This design comes from an exercise in tuning for small area and a short achievable clock period on the open sky130 flow, not from production work. Only simulation tests tie the RTL to the original design; equivalence was not proved. No activity file was given, so power comes from the tool's default toggle rates.

== lane 1 ==
==> flow/design.v (excerpt) <==
module bpred_table #(
    parameter int ADDR_W = 10,
    parameter int IDX_W  = 10,
    parameter int CTR_W  = 2,
    parameter int HIST_W = 8,
    parameter int MODE   = 1
) (
    input  logic              clk,
    input  logic              rst_n,
    input  logic              pred_valid,
    input  logic [ADDR_W-1:0] pred_addr,
    output logic              pred_ready,
    output logic              resp_valid,
    output logic              resp_taken,
    output logic [CTR_W-1:0]  resp_ctr,
    output logic [IDX_W-1:0]  resp_idx,
    input  logic              upd_valid,
    input  logic [IDX_W-1:0]  upd_idx,
    input  logic              upd_taken,
    output logic [HIST_W-1:0] ghr
);
Size in the first run: about 6,200 cells after synthesis, about 48 I/O pins, roughly 0.089 mm² of cells after synthesis.
make LEC_CHECK=0 CAP_MARGIN=20 CORE_MARGIN=2 CORE_UTILIZATION=40 CTS_BUF_LIST=sky130_fd_sc_hd__clkbuf_16 CTS_CLUSTER_DIAMETER=60 CTS_CLUSTER_SIZE=24 PLACE_DENSITY=0.8 SETUP_SLACK_MARGIN=4 SLEW_MARGIN=20 SYNTH_HIERARCHICAL=1 SYNTH_MINIMUM_KEEP_SIZE=0 finish   # period 6.5 ns
run.sh (not shown) runs the stock make flow with config.mk's settings and CLKGATE_MAP_FILE= SYNTH_SCRIPT=/design/flow/synth_recipe.tcl, a recipe that flattens the netlist after the stock synthesis.
Lane 1 completed every stage of the flow, and the final layout passed the timing, DRC and antenna checks.
Setup changes, lane 1 to lane 2
==> flow/flow/run.sh (new file) <==
#!/bin/bash
# Own flow: the standard layout (standard.sh, standard synthesis unchanged) with two
# changes: clock tree synthesis adds no dummy loads for balancing, and repair_design at
# placement limits fanout (flow/fanout.tcl). make's output goes to flow_make.log; each
# ORFS step's own log is copied to step_logs/ when the flow ends.
set -uo pipefail
CTS="-sink_clustering_enable -repair_clock_nets -dont_use_dummy_load"
CTS="$CTS -buf_list sky130_fd_sc_hd__clkbuf_16 -sink_clustering_size 24 -sink_clustering_max_diameter 60"
bash standard.sh "CTS_ARGS=$CTS" "PRE_RESIZE_TCL=$PWD/flow/fanout.tcl" finish > flow_make.log 2>&1
rc=$?
mkdir -p step_logs
cp orfs/logs/*/*/*/*.log step_logs/ 2>/dev/null || true
exit $rc
==> flow/flow/fanout.tcl (new file) <==
# Sourced by ORFS before repair_design at placement: keeps the buffer trees that
# repair_design builds for high-fanout nets (the table's write data) to nets of
# at most 64 pins.
set_max_fanout 64 [current_design]
==> flow/standard.sh (new file) <==
#!/bin/bash
# synth_recipe.tcl (not shown) runs the flow's synth.tcl, then flattens the netlist and writes it again
# the make line also repeats each setting of config.mk as NAME=value (left out here)
make -C /OpenROAD-flow-scripts/flow DESIGN_CONFIG=/design/flow/config.mk WORK_HOME=/design/flow/orfs CLKGATE_MAP_FILE= SYNTH_SCRIPT=/design/flow/synth_recipe.tcl "${@:-finish}"
removed: flow/run.sh
Notes after the runs:
Delta (lane 2 minus lane 1): clock network fraction of design power -3.2 points, utilization now sits lower.
On lane 2: delay of the slowest cell on the worst path is 0.13 ns higher than what lane 1 gave.
After detailed routing, lane 1 needs less wire than lane 2.
Modified inputs, lane 3 compared to lane 2
==> flow/flow/run.sh <==
#!/bin/bash
# Own flow: the standard layout (standard.sh, standard synthesis unchanged), with
# clock tree synthesis told not to add dummy loads for balancing. make's output goes to
# flow_make.log; each ORFS step's own log is copied to step_logs/ when the flow ends.
set -uo pipefail
CTS="-sink_clustering_enable -repair_clock_nets -dont_use_dummy_load"
CTS="$CTS -buf_list sky130_fd_sc_hd__clkbuf_16 -sink_clustering_size 24 -sink_clustering_max_diameter 60"
bash standard.sh "CTS_ARGS=$CTS" finish > flow_make.log 2>&1
rc=$?
mkdir -p step_logs
cp orfs/logs/*/*/*/*.log step_logs/ 2>/dev/null || true
exit $rc
removed: flow/flow/fanout.tcl
==> summary.txt <==
Cell area (lane 3 vs. lane 2) increases slightly. Final setup slack of the worst path (lower): lane 3. The total power was comparable across lane 3 and lane 2. Maximum fanout along the worst path in lane 3 is 5 below lane 2. Between lane 2 and lane 3, the flow reports static leakage power increasing slightly. Relative to lane 2, the met2 wirelength from detailed routing measured on lane 3 has increased slightly.

-- afterwards: timing with drivers on the ports --
In the flow no input, the clock included, has a driving cell. The finished layouts below were timed again as built, in two steps. Step 1: set_driving_cell puts a clkbuf_16 on clk and a buf_2 on each other input, an assumption about the parent block. Step 2, shift: input delay + t, output delay - t, t = (earliest + latest rising clock arrival at the registers) / 2. This alone moves slack from input paths to output paths. Slacks: ideal ports / drivers / drivers and shift; pairs: ideal ports / drivers.
run | shift t [ns] | setup slack, ns | hold slack, ns | clock arrival spread, ns | slew at the worst register clock pin (ns)
lane 1 | 0.940 | 2.660 / 2.556 / 1.616 | 0.496 / 0.496 / 0.496 | 0.059 / 0.060 | 0.10 / 0.10
lane 2 | 0.913 | 2.566 / 2.470 / 1.557 | 0.513 / 0.513 / 0.513 | 0.118 / 0.118 | 0.10 / 0.10
lane 3 | 0.923 | 2.531 / 2.478 / 1.555 | 0.495 / 0.495 / 0.495 | 0.119 / 0.119 | 0.10 / 0.10
After both steps every run listed still meets setup and hold. The setup slack of lane 1, which loses most, moves by -0.104 ns with the drivers and by -1.044 ns with both steps.
